Background: an optimization exercise with open tools, aiming at small area, a short achievable clock period and few clock cycles per item. Do not read the settings as production practice.
Where RTL was checked, it was by simulation tests only, not by an equivalence proof against the original.
No activity file was given, so power comes from the tool's default toggle rates.

== raven ==
==> flow/design.v <==
module ex_muldiv_unit (
   input  logic        clk,
   input  logic        resetN,
   input  logic        startIn,
   input  logic [2:0]  func3,
   input  logic [31:0] reg1Value,
   input  logic [31:0] reg2Value,
   input  logic [4:0]  rd,
   input  logic        killIn,
   input  logic        stallIn,
   output logic        busyOut,
   output logic        doneOut,
   output logic [31:0] resultOut,
   output logic [4:0]  rdOut
);
   localparam logic [2:0] S_MUL = 3'd0, S_DIV = 3'd1, S_FIX = 3'd2, S_DPREP = 3'd3, S_MOVE = 3'd4;
   logic [2:0]  state;
   logic [2:0]  op;
   logic [32:0] M;       
   logic [33:0] B;       
   logic        sb;      
   logic [63:0] acc;     
   logic [1:0]  adj;     
   logic [4:0]  cnt;     
   logic [5:0]  bsel;    
   logic        negq, negr;
   assign resultOut = acc[31:0];
   function automatic logic [32:0] neg33(input logic [32:0] x);
      neg33[0] = x[0];
      for (int i = 1; i < 33; i++)
         neg33[i] = x[i] ^ (|(x & ((33'd1 << i) - 33'd1)));
   endfunction
   function automatic logic [4:0] tpos(input logic [31:0] x);
      logic [31:0] v;
      logic [4:0]  q [32];
      for (int i = 0; i < 32; i++) begin v[i] = x[i]; q[i] = 5'd0; end
      for (int l = 0; l < 5; l++)
         for (int g = 0; g < (16 >> l); g++) begin
            q[g] = v[2*g+1] ? (q[2*g+1] | 5'(1 << l)) : q[2*g];
            v[g] = v[2*g+1] | v[2*g];
         end
      tpos = q[0];
   endfunction
   function automatic logic [31:0] lowmask(input logic [31:0] x);
      logic [31:0] m;
      m = x;
      for (int k = 1; k < 32; k = k * 2) m = m | (m >> k);
      lowmask = m;
   endfunction
   function automatic logic [16:0] digflags(input logic [32:0] x);
      logic [34:0] w;
      w = {x[32], x, 1'b0};
      digflags = '0;
      for (int i = 1; i < 17; i++)
         digflags[i] = (w[2*i +: 3] != 3'b000) && (w[2*i +: 3] != 3'b111);
   endfunction
   function automatic logic [8:0] pairmask(input logic [32:0] x);
      logic [17:0] f;
      logic [8:0]  pf, pm;
      f = {1'b0, digflags(x)};
      f[0] = 1'b1;
      for (int p = 0; p < 9; p++) pf[p] = f[2*p] | f[2*p+1];
      pm = pf;
      for (int k = 1; k < 9; k = k * 2) pm = pm | (pm >> k);
      pairmask = pm;
   endfunction
   function automatic logic [4:0] onehotwin(input logic [32:0] x, input logic [8:0] oh);
      logic [36:0] w;
      w = {{3{x[32]}}, x, 1'b0};
      onehotwin = '0;
      for (int p = 0; p < 9; p++)
         if (oh[p]) onehotwin = onehotwin | w[4*p +: 5];
   endfunction
   function automatic logic [3:0] ohenc(input logic [8:0] oh);
      ohenc = '0;
      for (int p = 0; p < 9; p++)
         if (oh[p]) ohenc = ohenc | 4'(p);
   endfunction
   function automatic logic [4:0] pairwin(input logic [32:0] x, input logic [3:0] p);
      logic [36:0] w;
      w = {{3{x[32]}}, x, 1'b0};
      pairwin = w[{p, 2'b00} +: 5];
   endfunction
   function automatic logic [5:0] bdec(input logic [4:0] w);
      logic [2:0] lo, hi;
      lo = w[2:0];
      hi = w[4:2];
      bdec = {hi[2] & ~(hi[1] & hi[0]), (hi == 3'b011) || (hi == 3'b100), hi[1] ^ hi[0],
              lo[2] & ~(lo[1] & lo[0]), (lo == 3'b011) || (lo == 3'b100), lo[1] ^ lo[0]};
   endfunction
   logic        s1, s2, sgn1, sgn2;
   logic [32:0] a_ext, b_ext, na;
   logic [8:0]  m1, m2, o1, o2;
   logic        swap;
   logic [3:0]  pStart;
   logic [32:0] mLoad, bLoad;
   logic [31:0] aDiv, bDiv;
   logic [4:0]  posA, posB;
   logic        divLt;
   logic        early, bz, ovf;
   logic [31:0] earlyVal;
   always_comb begin
      s1 = (func3 != 3'd3) && (func3 != 3'd5) && (func3 != 3'd7);
      s2 = (func3 == 3'd0) || (func3 == 3'd1) || (func3 == 3'd4) || (func3 == 3'd6);
      sgn1 = s1 & reg1Value[31];
      sgn2 = s2 & reg2Value[31];
      a_ext = {sgn1, reg1Value};
      b_ext = {sgn2, reg2Value};
      na = neg33(a_ext);
      m1 = pairmask(a_ext);
      o1 = m1 & ~(m1 >> 1);
      m2 = pairmask(b_ext);
      o2 = m2 & ~(m2 >> 1);
      swap = |(m2 & ~m1);
      pStart = swap ? ohenc(o1) : ohenc(o2);
      aDiv  = sgn1 ? {~reg1Value[30:0], 1'b1} : reg1Value;
      bDiv  = sgn2 ? ~reg2Value : reg2Value;
      divLt = |(lowmask(bDiv) & ~lowmask(aDiv));
      posA  = tpos(aDiv);
      posB  = tpos(bDiv);
      if (func3[2]) begin
         mLoad = sgn1 ? na : a_ext;
         bLoad = b_ext;
      end else begin
         mLoad = swap ? b_ext : a_ext;
         bLoad = swap ? a_ext : b_ext;
      end
      bz    = reg2Value == '0;
      ovf   = !func3[0] && reg2Value == '1 && reg1Value == 32'h8000_0000;
      early = func3[2] && (bz || ovf || divLt);
      earlyVal[30:0] = func3[2] ? (func3[1] ? reg1Value[30:0] : {31{bz}}) : 31'd0;
      earlyVal[31]   = func3[2] && (func3[1] ? (reg1Value[31] && !ovf) : (bz || ovf));
   end
   logic        nLo, tLo, oLo, nHi, tHi, oHi;
   logic [34:0] ppLo, ppHi;
   logic [38:0] lowSum;
   logic [26:0] up, upInc, upDec, upNext;
   logic [63:0] mulNext;
   logic [33:0] diff;
   logic        ge;
   logic [31:0] remNext, quoNext;
   logic [32:0] negOut;
   always_comb begin
      {nHi, tHi, oHi, nLo, tLo, oLo} = bsel;
      ppLo    = (({35{tLo}} & {M[32], M, 1'b0}) | ({35{oLo}} & {{2{M[32]}}, M})) ^ {35{nLo}};
      ppHi    = (({35{tHi}} & {M[32], M, 1'b0}) | ({35{oHi}} & {{2{M[32]}}, M})) ^ {35{nHi}};
      lowSum  = {2'b00, acc[32:0], 1'b0, nHi, 1'b0, nLo}
              + {{2{ppHi[34]}}, ppHi, 2'b00} + {{4{ppLo[34]}}, ppLo};
      up      = acc[63:37];
      for (int i = 0; i < 27; i++) begin
         upInc[i] = up[i] ^ (&(up | ~((27'd1 << i) - 27'd1)));
         upDec[i] = up[i] ^ ~(|(up & ((27'd1 << i) - 27'd1)));
      end
      upNext  = (adj == 2'b01) ? upInc : (adj == 2'b11) ? upDec : up;
      mulNext = {upNext[22:0], acc[36:33], lowSum[36:0]};
      diff    = {2'b00, M[31:0]} + B + {33'd0, ~sb};
      ge      = !diff[33];
      remNext = ge ? diff[31:0] : M[31:0];
      quoNext = {acc[30:0], ge};
      negOut  = neg33({1'b0, acc[31:0]});
   end
   always_ff @(posedge clk) begin
      if (!resetN) begin
         busyOut <= 1'b0;
         doneOut <= 1'b0;
      end else if (killIn) begin
         busyOut <= 1'b0;
         doneOut <= 1'b0;
      end else if (!busyOut && !doneOut) begin
         if (startIn) begin
            op    <= func3;
            rdOut <= rd;
            M     <= mLoad;
            B     <= {bLoad[32], bLoad};
            sb    <= sgn2;
            acc   <= {32'd0, earlyVal};
            adj   <= 2'b00;
            negq  <= sgn1 ^ sgn2;
            negr  <= sgn1;
            cnt   <= func3[2] ? posA : {1'b0, pStart};
            bsel  <= func3[2] ? {1'b0, posB} :
                     swap ? bdec(onehotwin(a_ext, o1)) : bdec(onehotwin(b_ext, o2));
            if (early) begin
               doneOut <= 1'b1;
            end else begin
               busyOut <= 1'b1;
               state   <= func3[2] ? S_DPREP : S_MUL;
            end
         end
      end else if (doneOut) begin
         if (!stallIn) doneOut <= 1'b0;
      end else begin
         case (state)
            S_MUL: begin
               acc  <= mulNext;
               adj  <= lowSum[38:37];
               cnt  <= cnt - 5'd1;
               bsel <= bdec(pairwin(B, cnt[3:0] - 4'd1));
               if (cnt == 5'd0) begin
                  if (op[1:0] == 2'd0) begin
                     busyOut <= 1'b0;
                     doneOut <= 1'b1;
                  end else begin
                     state <= S_MOVE;
                  end
               end
            end
            S_DIV: begin
               M[31:0]   <= remNext;
               acc[31:0] <= quoNext;
               B         <= {B[33], B[33:1]};
               cnt       <= cnt - 5'd1;
               if (cnt == 5'd0) begin
                  if (op[1]) acc[31:0] <= remNext;
                  if (op[1] ? negr : negq) begin
                     state <= S_FIX;
                  end else begin
                     busyOut <= 1'b0;
                     doneOut <= 1'b1;
                  end
               end
            end
            S_DPREP: begin
               B     <= (B << (cnt - bsel[4:0])) ^ {34{~sb}};
               cnt   <= cnt - bsel[4:0];
               state <= S_DIV;
            end
            S_MOVE: begin
               busyOut   <= 1'b0;
               doneOut   <= 1'b1;
               acc[31:0] <= {upNext, acc[36:32]};
            end
            default: begin  
               busyOut   <= 1'b0;
               doneOut   <= 1'b1;
               acc[31:0] <= negOut[31:0];
            end
         endcase
      end
   end
endmodule
==> flow/config.mk <==
export PLATFORM = sky130hd
export DESIGN_NAME = ex_muldiv_unit
export DESIGN_NICKNAME = ex_muldiv_unit
export VERILOG_FILES = /design/flow/design.v
export SDC_FILE = /design/flow/constraint.sdc
export NUM_CORES = 4
export LEC_CHECK = 0
export ABC_AREA = 1
export CAP_MARGIN = 0
export CORE_MARGIN = 2
export CORE_UTILIZATION = 40
export GPL_TIMING_DRIVEN = 1
export PLACE_DENSITY = 0.6
export SETUP_SLACK_MARGIN = 1.95
export SLEW_MARGIN = 0
==> flow/constraint.sdc <==
create_clock -name core_clock -period 6.0 [get_ports {clk}]
set_input_delay 1.2000 -clock core_clock [delete_from_list [all_inputs] [get_ports {clk}]]
set_output_delay 1.2000 -clock core_clock [all_outputs]
set_load 0.01 [all_outputs]
standard.sh (not shown) runs the stock make flow with config.mk's settings and CLKGATE_MAP_FILE= SYNTH_SCRIPT=/design/flow/synth_recipe.tcl, a recipe that flattens the netlist after the stock synthesis.
==> flow/flow/run.sh <==
#!/bin/bash
# The standard layout, with buf_2 cells as the port buffers in place of the
# default pick. Make's full output goes to flow_make.log here; each ORFS step
# keeps its own log under orfs/logs.
set -euo pipefail
bash standard.sh 'BUFFER_PORTS_ARGS=-buffer_cell sky130_fd_sc_hd__buf_2' finish > flow_make.log 2>&1
raven | stages: all done | timing, DRC, antenna: all pass
Testbench counts of raven, summed over its fixed seeds: cycles 21,081, items 3,200.
> inputs changed (raven -> garnet)
diff --git a/flow/design.v b/flow/design.v
--- a/flow/design.v
+++ b/flow/design.v
@@ -137,11 +137,10 @@
    logic [26:0] up, upInc, upDec, upNext;
    logic [63:0] mulNext;
    logic [33:0] diff;
    logic        ge;
    logic [31:0] remNext, quoNext;
-   logic [32:0] negOut;
    always_comb begin
       {nHi, tHi, oHi, nLo, tLo, oLo} = bsel;
       ppLo    = (({35{tLo}} & {M[32], M, 1'b0}) | ({35{oLo}} & {{2{M[32]}}, M})) ^ {35{nLo}};
       ppHi    = (({35{tHi}} & {M[32], M, 1'b0}) | ({35{oHi}} & {{2{M[32]}}, M})) ^ {35{nHi}};
       lowSum  = {2'b00, acc[32:0], 1'b0, nHi, 1'b0, nLo}
@@ -155,11 +154,10 @@
       mulNext = {upNext[22:0], acc[36:33], lowSum[36:0]};
       diff    = {2'b00, M[31:0]} + B + {33'd0, ~sb};
       ge      = !diff[33];
       remNext = ge ? diff[31:0] : M[31:0];
       quoNext = {acc[30:0], ge};
-      negOut  = neg33({1'b0, acc[31:0]});
    end
    always_ff @(posedge clk) begin
       if (!resetN) begin
          busyOut <= 1'b0;
          doneOut <= 1'b0;
@@ -211,11 +209,14 @@
                B         <= {B[33], B[33:1]};
                cnt       <= cnt - 5'd1;
                if (cnt == 5'd0) begin
                   if (op[1]) acc[31:0] <= remNext;
                   if (op[1] ? negr : negq) begin
-                     state <= S_FIX;
+                     state     <= S_FIX;
+                     acc[31:0] <= '0;
+                     bsel      <= 6'b000101;
+                     if (!op[1]) M[31:0] <= quoNext;
                   end else begin
                      busyOut <= 1'b0;
                      doneOut <= 1'b1;
                   end
                end
@@ -231,11 +232,11 @@
                acc[31:0] <= {upNext, acc[36:32]};
             end
             default: begin  
                busyOut   <= 1'b0;
                doneOut   <= 1'b1;
-               acc[31:0] <= negOut[31:0];
+               acc[31:0] <= lowSum[31:0];
             end
          endcase
       end
    end
 endmodule
--- outcome ---
Lower areal power density over the cells goes to raven over garnet. raven → garnet: time the final worst path needs with I/O delays and setup has increased; routed wire length up 13000 um; well-tap cell count moved up; share of power burned in the clock network essentially unchanged. NOTE: global-route total usage across every layer in garnet exceeds that of raven. Taking garnet over raven, the non-clock buffer count ratio works out to 1.07. Post-route cell area came out higher on garnet than on raven. Count of mapped cells out of synthesis, raven and garnet: smaller value in raven. Compared with raven, garnet shows setup slack lower by 0.099 ns. garnet against raven: area after synthesis rose by 480 sq um; mean instance size in the synthesized netlist moved down; number of nets produced by synthesis grew by 191; routed wire length on met2 went up 7.5%.
For garnet, only the layout was checked, not whether the RTL still works.

==> afterwards: timing with drivers on the ports <==
Ports are ideal in the flow. The routed layouts listed here were re-timed in OpenROAD.
Step 1 assumes that a clkbuf_16 drives the clock port and a buf_2 every other input.
Step 2 times the ports against the registers' clock, not the clock port: input delays grow and output delays shrink by t, the midpoint of the rising clock arrivals with the driver on.
a / b / c = ideal ports / drivers / drivers and shift; a / b = the first two.
| run | t (ns) | setup WS [ns] | cell pins on the clock port's net |
|---|---|---|---|
| raven | 0.558 | 2.029 / 2.022 / 1.464 | 1 |
| garnet | 0.567 | 1.930 / 1.930 / 1.450 | 1 |
After both steps every run listed still meets setup and hold. For raven, which loses most, drivers alone change the setup slack by -0.007 ns; drivers and shift together by -0.565 ns.
